This is an optimization exercise on Yosys and OpenROAD, whose aim is small area, not a production implementation.
Function was checked by simulation only, so behaviour that the tests miss may differ from the original.
Power is estimated from default activity; no workload was simulated.

## try-yarrow
Design gauge_command_stepper_display, start of the top module:
module gauge_command_stepper_display (
  input  logic                             clk,
  input  logic                             rst,
  input  logic                             in_valid,
  output logic                             in_ready,
  input  logic [1:0]                       in_func,
  input  logic [7:0]                       in_rx_byte,
  output logic                             out_valid,
  input  logic                             out_ready,
  output logic                             out_kind,
  output logic [7:0]                       out_value,
  output logic                             out_lcd_is_data,
  input  logic                             cfg_wen,
  input  logic [gcsd_pkg::CFG_INDEX_W-1:0] cfg_index,
  input  logic [gcsd_pkg::CFG_DATA_W-1:0]  cfg_data
);
Size: ~420 flip-flops, ~76 I/O pins.
Settings: LEC_CHECK=0, CAP_MARGIN=20, CORE_MARGIN=2, CORE_UTILIZATION=40, CTS_BUF_LIST=sky130_fd_sc_hd__clkbuf_4 sky130_fd_sc_hd__clkbuf_8, CTS_CLUSTER_DIAMETER=60, CTS_CLUSTER_SIZE=16, SLEW_MARGIN=20; clock period 5.0 ns.
standard.sh (not shown) runs the stock make flow with config.mk's settings and CLKGATE_MAP_FILE= SYNTH_SCRIPT=/design/flow/synth_recipe.tcl, a recipe that flattens the netlist after the stock synthesis.
==> flow/flow/run.sh <==
#!/bin/bash
# The standard layout with these changes:
#  - synthesis maps the logic with an area-oriented ABC script (flow/abc_area.script)
#    in place of ORFS's speed script, and leaves adders to ABC as plain logic
#    (ADDER_MAP_FILE empty); everything else in synthesis is unchanged;
#  - the port buffers are made from the smallest buffer cell.
# Each step's full output goes to its own log here: synth.log, layout.log.
set -euo pipefail
here=$PWD
rm -rf scripts_area
cp -r "$FLOW_HOME/scripts" scripts_area
cp flow/abc_area.script scripts_area/abc_speed.script
bash standard.sh "SCRIPTS_DIR=$here/scripts_area" "ADDER_MAP_FILE=" synth > synth.log 2>&1
bash standard.sh "BUFFER_PORTS_ARGS=-buffer_cell sky130_fd_sc_hd__buf_1" finish > layout.log 2>&1
==> flow/flow/abc_area.script <==
strash
balance; rewrite; refactor; balance; rewrite; rewrite -z; balance; refactor -z; rewrite -z; balance
dch -f
amap
topo
dnsize -c
try-yarrow was carried through to the last stage, and its layout satisfied the timing, design-rule and antenna checks.
[inputs] try-indigo vs try-yarrow
# try-yarrow
export LEC_CHECK = 0
export CAP_MARGIN = 20
export CORE_MARGIN = 2
export CORE_UTILIZATION = 40
export CTS_BUF_LIST = sky130_fd_sc_hd__clkbuf_4 sky130_fd_sc_hd__clkbuf_8
export CTS_CLUSTER_DIAMETER = 60
export CTS_CLUSTER_SIZE = 16
export SLEW_MARGIN = 20
create_clock -name core_clock -period 5.0 [get_ports {clk}]
# try-indigo
export LEC_CHECK = 0
export CAP_MARGIN = 20
export CORE_MARGIN = 2
export CORE_UTILIZATION = 40
export CTS_BUF_LIST = sky130_fd_sc_hd__clkbuf_8
export CTS_CLUSTER_DIAMETER = 60
export CTS_CLUSTER_SIZE = 16
export GPL_TIMING_DRIVEN = 0
export SLEW_MARGIN = 20
create_clock -name core_clock -period 5.0 [get_ports {clk}]
==> flow/flow/abc_area.script <==
strash
balance; rewrite; refactor; balance; rewrite; rewrite -z; balance; refactor -z; rewrite -z; balance
&get -n
&deepsyn -J 50 -T 200
&put
dch -f
amap
topo
dnsize -c
### Flow results
- try-indigo finished all stages; the layout is clean.
- What try-yarrow reported for clock-buffer cell count has to be multiplied by 0.805 to get the figure for try-indigo.
- From try-yarrow to try-indigo the numbers moved as follows: met2 usage in global routing lower; die area fell 1.4%; setup slack of the critical path after layout went down 0.24 ns.
For try-sierra, these inputs were changed with respect to try-indigo:
# try-indigo
export LEC_CHECK = 0
export CAP_MARGIN = 20
export CORE_MARGIN = 2
export CORE_UTILIZATION = 40
export CTS_BUF_LIST = sky130_fd_sc_hd__clkbuf_8
export CTS_CLUSTER_DIAMETER = 60
export CTS_CLUSTER_SIZE = 16
export GPL_TIMING_DRIVEN = 0
export SLEW_MARGIN = 20
create_clock -name core_clock -period 5.0 [get_ports {clk}]
# try-sierra
export LEC_CHECK = 0
export CAP_MARGIN = 20
export CORE_MARGIN = 2
export CORE_UTILIZATION = 40
export CTS_BUF_LIST = sky130_fd_sc_hd__clkbuf_8
export CTS_CLUSTER_DIAMETER = 60
export CTS_CLUSTER_SIZE = 16
export SLEW_MARGIN = 20
create_clock -name core_clock -period 5.0 [get_ports {clk}]
diff --git a/flow/flow/abc_area.script b/flow/flow/abc_area.script
--- a/flow/flow/abc_area.script
+++ b/flow/flow/abc_area.script
@@ -3,3 +3,3 @@
 &get -n
-&deepsyn -J 50 -T 200
+&deepsyn -J 200 -T 400
 &put
## What came out
- For fraction of area in registers, try-sierra and try-indigo come out practically identical.
- The lower time the final worst path needs with I/O delays and setup of try-indigo and try-sierra is in try-sierra.
- try-sierra ended up with a higher number of buffers created by CTS than try-indigo did.
The following lists how try-garnet was set up differently from try-sierra:
==> flow/flow/abc_area.script <==
strash
&get -n
&deepsyn -J 50 -T 200
&put
dch -f
amap
topo
dnsize -c
- try-garnet ends up with a global-route met1 utilization that is 1.5 points higher than in try-sierra.
- Of try-garnet and try-sierra, it is try-garnet that has the higher via count.
- Between try-sierra and try-garnet, the difference in horizontal die dimension is negligible.
- Row detailed router's first-iteration violation count: try-garnet lower / try-sierra higher
- Between try-sierra and try-garnet, the total number of H-tree levels is lower for try-garnet.
- In try-garnet, non-clock buffer count is higher than in try-sierra.
- Largest incremental delay on the critical path: try-sierra and try-garnet compared, higher one is try-garnet
- The sequential area share after synthesis in try-garnet was lower than what try-sierra gave.
- Fmax: try-garnet above try-sierra
- Per the comparison of try-garnet with try-sierra, share of the cycle needed by the critical path after routing moved down; slack of the critical path moved up.
Modified inputs, try-maple compared to try-garnet
==> flow/flow/abc_area.script <==
strash
balance; rewrite; refactor; balance; rewrite; rewrite -z; balance; refactor -z; rewrite -z; balance
&get -n
&deepsyn -J 50 -T 200
&put
dch -f
amap
topo
dnsize -c
## What came out
A timing startpoint of the critical path of u_stepper.position_y[5] is what try-maple shows, while u_stepper.position_y[7] belongs to try-garnet. In try-maple, the hold slack came out 0.010 ns below the value in try-garnet. The standard cells in try-maple occupy less silicon area than those in try-garnet do. Looking at shortest clock period the worst path allows after layout, try-maple sits 0.15 ns above try-garnet.
#### Input delta (try-zinc over try-maple)
# try-maple
export LEC_CHECK = 0
export CAP_MARGIN = 20
export CORE_MARGIN = 2
export CORE_UTILIZATION = 40
export CTS_BUF_LIST = sky130_fd_sc_hd__clkbuf_8
export CTS_CLUSTER_DIAMETER = 60
export CTS_CLUSTER_SIZE = 16
export SLEW_MARGIN = 20
create_clock -name core_clock -period 5.0 [get_ports {clk}]
# try-zinc
export LEC_CHECK = 0
export CAP_MARGIN = 20
export CORE_MARGIN = 2
export CORE_UTILIZATION = 40
export CTS_BUF_LIST = sky130_fd_sc_hd__clkbuf_8
export CTS_CLUSTER_DIAMETER = 50
export CTS_CLUSTER_SIZE = 18
export SLEW_MARGIN = 20
create_clock -name core_clock -period 5.0 [get_ports {clk}]
- try-zinc ends up with higher layout cell share with drive strength beyond 1 than try-maple does.
- Sort try-maple and try-zinc by reported clock group power asc -> top: try-maple
- Of try-maple and try-zinc, the run reporting the lower area added between synthesis and finish was try-maple.
- On first-pass GRT wire length, try-maple and try-zinc are neck and neck.
- [compare] base=try-maple new=try-zinc: wire length stayed essentially flat; utilization after layout rose by 0.41 points; final clock skew stayed essentially flat.
- Going from try-maple to try-zinc, multi-input gate share of total cell area down 0.19 points; cell area after layout up 0.91%.

[what the ideal ports hide]
The flow's constraints put no driver on any port. The routed layouts listed below were extracted and timed again, unchanged, in two steps. Step 1: set_driving_cell puts a clkbuf_16 on clk and a buf_2 on each other input, an assumption about the parent block. Step 2, shift: input delay + t, output delay - t, t = (earliest + latest rising clock arrival at the registers) / 2. This alone moves slack from input paths to output paths. Three values: ideal ports, drivers, drivers and shift; two values: the first two.
| run | t (ns) | setup WS [ns] | pins driven straight from the clock port |
|---|---|---|---|
| try-yarrow | 0.601 | 0.692 / 0.692 / 0.692 | 1 |
| try-indigo | 0.659 | 0.449 / 0.449 / 0.261 | 1 |
| try-sierra | 0.585 | 0.470 / 0.470 / 0.470 | 1 |
| try-garnet | 0.652 | 0.623 / 0.623 / 0.623 | 1 |
| try-maple | 0.585 | 0.470 / 0.470 / 0.470 | 1 |
| try-zinc | 0.603 | 0.466 / 0.466 / 0.466 | 1 |
After both steps every run listed still meets setup and hold. The setup slack of try-indigo, which loses most, moves by 0.000 ns with the drivers and by -0.188 ns with both steps.
